This is an optimization exercise on Yosys and OpenROAD, whose aim is small area, a short achievable clock period and few clock cycles, not a production implementation.
Where RTL was checked, it was by simulation tests only, not by an equivalence proof against the original.
Power and IR drop assume default switching activity.

==> trial 88 <==
==> flow/design.v (excerpt) <==
module ps2_keyboard_to_hid_report #(
   parameter int KEY_MAP_BITS = ps2kb_pkg::KEY_MAP_BITS_DEF,
   parameter int REPORT_SLOTS = ps2kb_pkg::REPORT_SLOTS_DEF
) (
   input  wire logic                          clock,
   input  wire logic                          reset,
   input  wire logic                          req_tvalid,
   output logic                               req_tready,
   input  wire logic                          req_tuser,   
   input  wire logic [7:0]                    req_tdata,   
   output logic                               rsp_tvalid,
   input  wire logic                          rsp_tready,
   output logic [ps2kb_pkg::RSP_DATA_W-1:0]   rsp_tdata,
   input  wire logic                          csr_valid,
   output logic                               csr_ready,
   input  wire logic [9:0]                    csr_data     
);
export LEC_CHECK = 0
export CAP_MARGIN = 20
export CORE_MARGIN = 2
export CORE_UTILIZATION = 40
export PLACE_DENSITY = 0.6
export SLEW_MARGIN = 20
export BUFFER_PORTS_ARGS = -buffer_cell sky130_fd_sc_hd__buf_2
export SETUP_SLACK_MARGIN = 5.3
create_clock -name core_clock -period 8.0 [get_ports {clock}]
standard.sh (not shown) runs the stock make flow with config.mk's settings and CLKGATE_MAP_FILE= SYNTH_SCRIPT=/design/flow/synth_recipe.tcl, a recipe that flattens the netlist after the stock synthesis.
==> flow/flow/run.sh <==
#!/bin/bash
set -euo pipefail
printf '\nexport BUFFER_PORTS_ARGS = -buffer_cell sky130_fd_sc_hd__buf_2\nexport SETUP_SLACK_MARGIN = 5.3\n' >> config.mk
bash standard.sh > standard.log 2>&1
==> build 68: changes against trial 88 <==
--- a/flow/design.v
+++ b/flow/design.v
@@ -950,17 +950,17 @@
    input  wire logic [9:0]                    csr_data     
 );
    localparam int NS = 6;   
    localparam logic [127:0] KEYS = 128'h0000003ffffffffffffbfffffffffff2;
    localparam logic [6:0]   KEY_TOP = 7'd101;   
    assign csr_ready = 1'b1;
    logic busy_ff;                       
    logic e_go;                          
-   logic do_scan;                       
+   logic p_scan;                        
    logic       a_valid_ff, s_valid_ff, rdy_ff;
    logic [8:0] a_item_ff, s_item_ff;    
    logic       a_take;                  
    logic       acc;
    assign req_tready = rdy_ff;
    assign acc        = req_tvalid && rdy_ff;
    always_ff @(posedge clock) begin
       if (reset) begin
@@ -1044,17 +1044,17 @@
    end
    logic [127:0] map_ff;
    logic [9:0]   rem_ff;                
    logic         m_valid_ff, m_tick_ff, m_brk_ff, m_member_ff;
    logic [6:0]   m_key_ff;
    logic [6:0]   km;                    
    logic         e_wr;                  
    logic         m_member;
-   assign m_load   = !busy_ff && (!m_valid_ff || e_go) && !do_scan;
+   assign m_load   = !busy_ff && (!m_valid_ff || (e_go && !p_scan));
    assign km       = busy_ff ? rem_ff[6:0] : b_key_ff;
    assign m_member = (e_wr && m_key_ff == km) ? !m_brk_ff : map_ff[km];
    always_ff @(posedge clock) begin
       if (reset) begin
          m_valid_ff <= 1'b0;
       end else if (busy_ff) begin
          m_valid_ff <= rem_ff[6:0] != 7'd0 && !scan_end;
       end else if (m_load) begin
@@ -1075,67 +1075,72 @@
    logic [NS-1:0][6:0] slot_ff;
    logic               over_ff;         
    logic [6:0]         cnt_ff;          
    logic [9:0]         idle_ff;
    logic               rsp_valid_ff;
    logic [6:0]         k;
    logic [NS-1:0]      lt;
    logic               is_mod, is_key, chg, scan_end;
-   logic               do_ins, do_del, do_roll, do_rep;
+   logic               e_ok;            
+   logic               p_ins, p_del, p_roll, p_rep;   
+   logic               s_ins;           
+   logic               do_scan, do_roll, do_rep;
    assign rsp_tvalid = rsp_valid_ff;
    always_comb begin
       rsp_tdata        = '0;
       rsp_tdata[7:0]   = mods_ff;
       for (int s = 0; s < NS; s++) begin
          rsp_tdata[8 + 8 * s +: 7] = slot_ff[s];
       end
       rsp_tdata[ps2kb_pkg::RSP_ROLL_BIT] = over_ff;
    end
-   assign e_go     = m_valid_ff && !busy_ff && (!rsp_valid_ff || rsp_tready);
+   assign e_ok     = m_valid_ff && !busy_ff;
+   assign e_go     = e_ok && (!rsp_valid_ff || rsp_tready);
    assign k        = m_key_ff;
    assign is_mod   = !m_tick_ff && k[6:3] == 4'b1101;
    assign is_key   = !m_tick_ff && k[6:3] != 4'b1101 && k != 7'd0;
    assign e_wr     = e_go && is_key;
    assign chg      = m_member_ff == m_brk_ff;   
    assign scan_end = busy_ff && m_valid_ff && m_member_ff && slot_ff[NS-2] != 7'd0;
    localparam logic [6:0] CNT_0 = 7'b0000001;
    localparam logic [6:0] CNT_6 = 7'b1000001;
    localparam logic [6:0] CNT_7 = 7'b0000011;
    always_comb begin
       for (int s = 0; s < NS; s++) begin
          lt[s] = slot_ff[s] != 7'd0 && slot_ff[s] < k;
       end
    end
    always_comb begin
-      do_ins  = 1'b0;
-      do_del  = 1'b0;
-      do_roll = 1'b0;
-      do_scan = 1'b0;
-      do_rep  = 1'b0;
-      if (busy_ff) begin
-         do_ins = m_valid_ff && m_member_ff;
-         do_rep = scan_end;
-      end else if (e_go) begin
+      p_ins  = 1'b0;
+      p_del  = 1'b0;
+      p_roll = 1'b0;
+      p_scan = 1'b0;
+      p_rep  = 1'b0;
+      if (!busy_ff) begin
          if (m_tick_ff) begin
-            do_rep = idle_ff != 10'd0 && rem_ff == 10'd1;
+            p_rep = idle_ff != 10'd0 && rem_ff == 10'd1;
          end else begin
             if (is_key && chg) begin
                if (!m_brk_ff) begin
-                  do_roll = !over_ff && cnt_ff == CNT_6;
-                  do_ins  = !over_ff && cnt_ff != CNT_6;
+                  p_roll = !over_ff && cnt_ff == CNT_6;
+                  p_ins  = !over_ff && cnt_ff != CNT_6;
                end else begin
-                  do_scan = over_ff && cnt_ff == CNT_7;
-                  do_del  = !over_ff;
+                  p_scan = over_ff && cnt_ff == CNT_7;
+                  p_del  = !over_ff;
                end
             end
-            do_rep = !do_scan;
+            p_rep = !p_scan;
          end
       end
    end
+   assign s_ins   = busy_ff && m_valid_ff && m_member_ff;
+   assign do_scan = e_go && p_scan;
+   assign do_roll = e_go && p_roll;
+   assign do_rep  = scan_end || (e_go && p_rep);
    logic [7:0]  map_row;
    logic [15:0] map_col;
    logic        map_v;
    assign map_v  = !m_brk_ff && !reset;
    always_comb begin
       for (int j = 0; j < 8; j++) map_row[j] = reset || (e_wr && k[6:4] == 3'(j));
       for (int m = 0; m < 16; m++) map_col[m] = reset || k[3:0] == 4'(m);
    end
@@ -1151,19 +1156,20 @@
       end
    end
    for (genvar s = 0; s < NS; s++) begin : g_slot
       logic       pos, en;
       logic [6:0] lower, upper, shifted, d;
       assign pos     = !lt[s] && (s == 0 || lt[s == 0 ? 0 : s-1]);
       assign lower   = (s == 0) ? 7'd0 : slot_ff[s == 0 ? 0 : s-1];
       assign upper   = (s == NS - 1) ? 7'd0 : slot_ff[s == NS - 1 ? 0 : s+1];
-      assign shifted = do_del ? upper : (pos ? k : lower);
-      assign en      = reset || do_scan || do_roll || ((do_ins || do_del) && !lt[s]);
-      assign d       = (reset || do_scan) ? 7'd0 : do_roll ? 7'd1 : shifted;
+      assign shifted = p_del ? upper : (pos ? k : lower);
+      assign en      = reset || (s_ins && !lt[s])
+                       || (e_go && (p_scan || p_roll || ((p_ins || p_del) && !lt[s])));
+      assign d       = (reset || p_scan) ? 7'd0 : p_roll ? 7'd1 : shifted;
       always_ff @(posedge clock) begin
          if (en) begin
             slot_ff[s] <= d;
          end
       end
    end
    always_ff @(posedge clock) begin
       if (reset) begin
==> flow/flow/run.sh (replaced) <==
#!/bin/bash
# The standard layout (the standard.sh, all steps), with one change to how it is made:
# the buffers that placement puts on every input and output port are buf_2 cells instead of
# the cell buffer_ports picks by default (a slow clkdlybuf4s50_1).
set -euo pipefail
printf '\nexport BUFFER_PORTS_ARGS = -buffer_cell sky130_fd_sc_hd__buf_2\n' >> config.mk
bash standard.sh > standard.log 2>&1
CTS_BUF_LIST = sky130_fd_sc_hd__clkbuf_4 sky130_fd_sc_hd__clkbuf_8   (was default)
CTS_CLUSTER_DIAMETER = 50   (was default)
CTS_CLUSTER_SIZE = 20   (was default)
SETUP_SLACK_MARGIN = 5.0   (was 5.3)
==> trial 61: changes against trial 88 <==
--- a/flow/design.v
+++ b/flow/design.v
@@ -950,17 +950,17 @@
    input  wire logic [9:0]                    csr_data     
 );
    localparam int NS = 6;   
    localparam logic [127:0] KEYS = 128'h0000003ffffffffffffbfffffffffff2;
    localparam logic [6:0]   KEY_TOP = 7'd101;   
    assign csr_ready = 1'b1;
    logic busy_ff;                       
    logic e_go;                          
-   logic do_scan;                       
+   logic p_scan;                        
    logic       a_valid_ff, s_valid_ff, rdy_ff;
    logic [8:0] a_item_ff, s_item_ff;    
    logic       a_take;                  
    logic       acc;
    assign req_tready = rdy_ff;
    assign acc        = req_tvalid && rdy_ff;
    always_ff @(posedge clock) begin
       if (reset) begin
@@ -1044,17 +1044,17 @@
    end
    logic [127:0] map_ff;
    logic [9:0]   rem_ff;                
    logic         m_valid_ff, m_tick_ff, m_brk_ff, m_member_ff;
    logic [6:0]   m_key_ff;
    logic [6:0]   km;                    
    logic         e_wr;                  
    logic         m_member;
-   assign m_load   = !busy_ff && (!m_valid_ff || e_go) && !do_scan;
+   assign m_load   = !busy_ff && (!m_valid_ff || (e_go && !p_scan));
    assign km       = busy_ff ? rem_ff[6:0] : b_key_ff;
    assign m_member = (e_wr && m_key_ff == km) ? !m_brk_ff : map_ff[km];
    always_ff @(posedge clock) begin
       if (reset) begin
          m_valid_ff <= 1'b0;
       end else if (busy_ff) begin
          m_valid_ff <= rem_ff[6:0] != 7'd0 && !scan_end;
       end else if (m_load) begin
@@ -1075,67 +1075,72 @@
    logic [NS-1:0][6:0] slot_ff;
    logic               over_ff;         
    logic [6:0]         cnt_ff;          
    logic [9:0]         idle_ff;
    logic               rsp_valid_ff;
    logic [6:0]         k;
    logic [NS-1:0]      lt;
    logic               is_mod, is_key, chg, scan_end;
-   logic               do_ins, do_del, do_roll, do_rep;
+   logic               e_ok;            
+   logic               p_ins, p_del, p_roll, p_rep;   
+   logic               s_ins;           
+   logic               do_scan, do_roll, do_rep;
    assign rsp_tvalid = rsp_valid_ff;
    always_comb begin
       rsp_tdata        = '0;
       rsp_tdata[7:0]   = mods_ff;
       for (int s = 0; s < NS; s++) begin
          rsp_tdata[8 + 8 * s +: 7] = slot_ff[s];
       end
       rsp_tdata[ps2kb_pkg::RSP_ROLL_BIT] = over_ff;
    end
-   assign e_go     = m_valid_ff && !busy_ff && (!rsp_valid_ff || rsp_tready);
+   assign e_ok     = m_valid_ff && !busy_ff;
+   assign e_go     = e_ok && (!rsp_valid_ff || rsp_tready);
    assign k        = m_key_ff;
    assign is_mod   = !m_tick_ff && k[6:3] == 4'b1101;
    assign is_key   = !m_tick_ff && k[6:3] != 4'b1101 && k != 7'd0;
    assign e_wr     = e_go && is_key;
    assign chg      = m_member_ff == m_brk_ff;   
    assign scan_end = busy_ff && m_valid_ff && m_member_ff && slot_ff[NS-2] != 7'd0;
    localparam logic [6:0] CNT_0 = 7'b0000001;
    localparam logic [6:0] CNT_6 = 7'b1000001;
    localparam logic [6:0] CNT_7 = 7'b0000011;
    always_comb begin
       for (int s = 0; s < NS; s++) begin
          lt[s] = slot_ff[s] != 7'd0 && slot_ff[s] < k;
       end
    end
    always_comb begin
-      do_ins  = 1'b0;
-      do_del  = 1'b0;
-      do_roll = 1'b0;
-      do_scan = 1'b0;
-      do_rep  = 1'b0;
-      if (busy_ff) begin
-         do_ins = m_valid_ff && m_member_ff;
-         do_rep = scan_end;
-      end else if (e_go) begin
+      p_ins  = 1'b0;
+      p_del  = 1'b0;
+      p_roll = 1'b0;
+      p_scan = 1'b0;
+      p_rep  = 1'b0;
+      if (!busy_ff) begin
          if (m_tick_ff) begin
-            do_rep = idle_ff != 10'd0 && rem_ff == 10'd1;
+            p_rep = idle_ff != 10'd0 && rem_ff == 10'd1;
          end else begin
             if (is_key && chg) begin
                if (!m_brk_ff) begin
-                  do_roll = !over_ff && cnt_ff == CNT_6;
-                  do_ins  = !over_ff && cnt_ff != CNT_6;
+                  p_roll = !over_ff && cnt_ff == CNT_6;
+                  p_ins  = !over_ff && cnt_ff != CNT_6;
                end else begin
-                  do_scan = over_ff && cnt_ff == CNT_7;
-                  do_del  = !over_ff;
+                  p_scan = over_ff && cnt_ff == CNT_7;
+                  p_del  = !over_ff;
                end
             end
-            do_rep = !do_scan;
+            p_rep = !p_scan;
          end
       end
    end
+   assign s_ins   = busy_ff && m_valid_ff && m_member_ff;
+   assign do_scan = e_go && p_scan;
+   assign do_roll = e_go && p_roll;
+   assign do_rep  = scan_end || (e_go && p_rep);
    logic [7:0]  map_row;
    logic [15:0] map_col;
    logic        map_v;
    assign map_v  = !m_brk_ff && !reset;
    always_comb begin
       for (int j = 0; j < 8; j++) map_row[j] = reset || (e_wr && k[6:4] == 3'(j));
       for (int m = 0; m < 16; m++) map_col[m] = reset || k[3:0] == 4'(m);
    end
@@ -1151,19 +1156,20 @@
       end
    end
    for (genvar s = 0; s < NS; s++) begin : g_slot
       logic       pos, en;
       logic [6:0] lower, upper, shifted, d;
       assign pos     = !lt[s] && (s == 0 || lt[s == 0 ? 0 : s-1]);
       assign lower   = (s == 0) ? 7'd0 : slot_ff[s == 0 ? 0 : s-1];
       assign upper   = (s == NS - 1) ? 7'd0 : slot_ff[s == NS - 1 ? 0 : s+1];
-      assign shifted = do_del ? upper : (pos ? k : lower);
-      assign en      = reset || do_scan || do_roll || ((do_ins || do_del) && !lt[s]);
-      assign d       = (reset || do_scan) ? 7'd0 : do_roll ? 7'd1 : shifted;
+      assign shifted = p_del ? upper : (pos ? k : lower);
+      assign en      = reset || (s_ins && !lt[s])
+                       || (e_go && (p_scan || p_roll || ((p_ins || p_del) && !lt[s])));
+      assign d       = (reset || p_scan) ? 7'd0 : p_roll ? 7'd1 : shifted;
       always_ff @(posedge clock) begin
          if (en) begin
             slot_ff[s] <= d;
          end
       end
    end
    always_ff @(posedge clock) begin
       if (reset) begin
==> flow/flow/run.sh (replaced) <==
#!/bin/bash
# The standard layout (the standard.sh, all steps), with one change to how it is made:
# the buffers that placement puts on every input and output port are buf_2 cells instead of
# the cell buffer_ports picks by default (a slow clkdlybuf4s50_1).
set -euo pipefail
printf '\nexport BUFFER_PORTS_ARGS = -buffer_cell sky130_fd_sc_hd__buf_2\n' >> config.mk
bash standard.sh > standard.log 2>&1
SETUP_SLACK_MARGIN = 5.0   (was 5.3)
==> results.yml <==
status:
  status: "complete, no violations"
clock_network:
  cts.reportedPaths.clkPinSlew_ns: 0.09
  cts_resized: 26
setup_path:
  worstPathArrival_ns: 3.21
  critPathMaxFanout: 9
  critPathKind: "flip-flop to flip-flop"
final_layout:
  clockBufferCount: 28
  multi_input_area_share_pct: 44.1
  stdcell_area_sq_um: 14800
  nFillCells: 3090
  buf_share_pct: 5.39
place:
  pre_cts_slack_ns: 3.98
logic_synthesis:
  avgSynthCellArea_sq_um: 10.2
  synth.distinct_cells: 89
die:
  dieArea_sq_um: 34000
the above is filed under build 68

==> results.yml <==
final_layout:
  nFillCells: 2579
  clockBufferCount: 30
  multi_input_area_share_pct: 43.2
  buf_share_pct: 13.1
  regArea_sq_um: 6150
setup_path:
  critPathKind: "input pin to flip-flop"
  worstPathArrival_ns: 3.57
  critPathMaxFanout: 13
die:
  dieArea_sq_um: 33200
logic_synthesis:
  synth_compound_area_share_pct: 15.4
  synth.distinct_cells: 73
pwr:
  p_sw_mw: 1.10
clock_network:
  cts_resized: 258
  cts.reportedPaths.clkPinSlew_ns: 0.06
status:
  status: "complete, no violations"
the above is filed under trial 88

==> results.yml <==
final_layout:
  multi_input_area_share_pct: 43.7
  nFillCells: 3067
  buf_share_pct: 5.69
setup_path:
  critPathKind: "flip-flop to flip-flop"
  critPathMaxFanout: 9
  worstPathArrival_ns: 3.19
pwr:
  clockPowerShare_pct: 33.0
place:
  pre_cts_slack_ns: 3.98
die:
  taps: 442
  dieArea_sq_um: 34000
detailed_routing:
  routedWlPerCell_um: 20.5
clock_network:
  cts.reportedPaths.clkPinSlew_ns: 0.06
  cts_resized: 26
logic_synthesis:
  yosysMostFrequentCell: "nor2_1"
  avgSynthCellArea_sq_um: 10.2
status:
  status: "complete, no violations"
global_route:
  met1_usage_pct: 28.6
the above is filed under trial 61

Testbench counts of build 68, summed over its fixed seeds: cycles 6,924.
Testbench counts of trial 61, summed over its fixed seeds: cycles 6,924.
Function not checked in trial 88: the RTL went through the layout flow alone.

==> port drivers added, routing unchanged <==
The results above use ideal ports. As a check the final layouts listed here were re-extracted and re-timed, cells and wires unchanged. Step 1 assumes that a clkbuf_16 drives the clock port and a buf_2 every other input. Step 2 also shifts input and output timing later by t, the mid clock arrival at the registers, as if the neighbouring blocks saw the same clock. Three values: ideal, step 1, step 2; two values: the first two.
run | t (ns) | slack for setup (ns) | hold WS [ns] | pins driven straight from the clock port
trial 88 | 0.577 | 4.720 / 4.716 / 4.138 | 0.428 / 0.428 / 0.428 | 1
build 68 | 0.634 | 5.059 / 5.019 / 4.625 | 0.463 / 0.463 / 0.463 | 1
trial 61 | 0.581 | 5.008 / 5.008 / 4.626 | 0.451 / 0.451 / 0.451 | 1
After both steps setup and hold are still met in every run listed. The setup slack of trial 88, which loses most, moves by -0.004 ns with the drivers and by -0.582 ns with both steps.
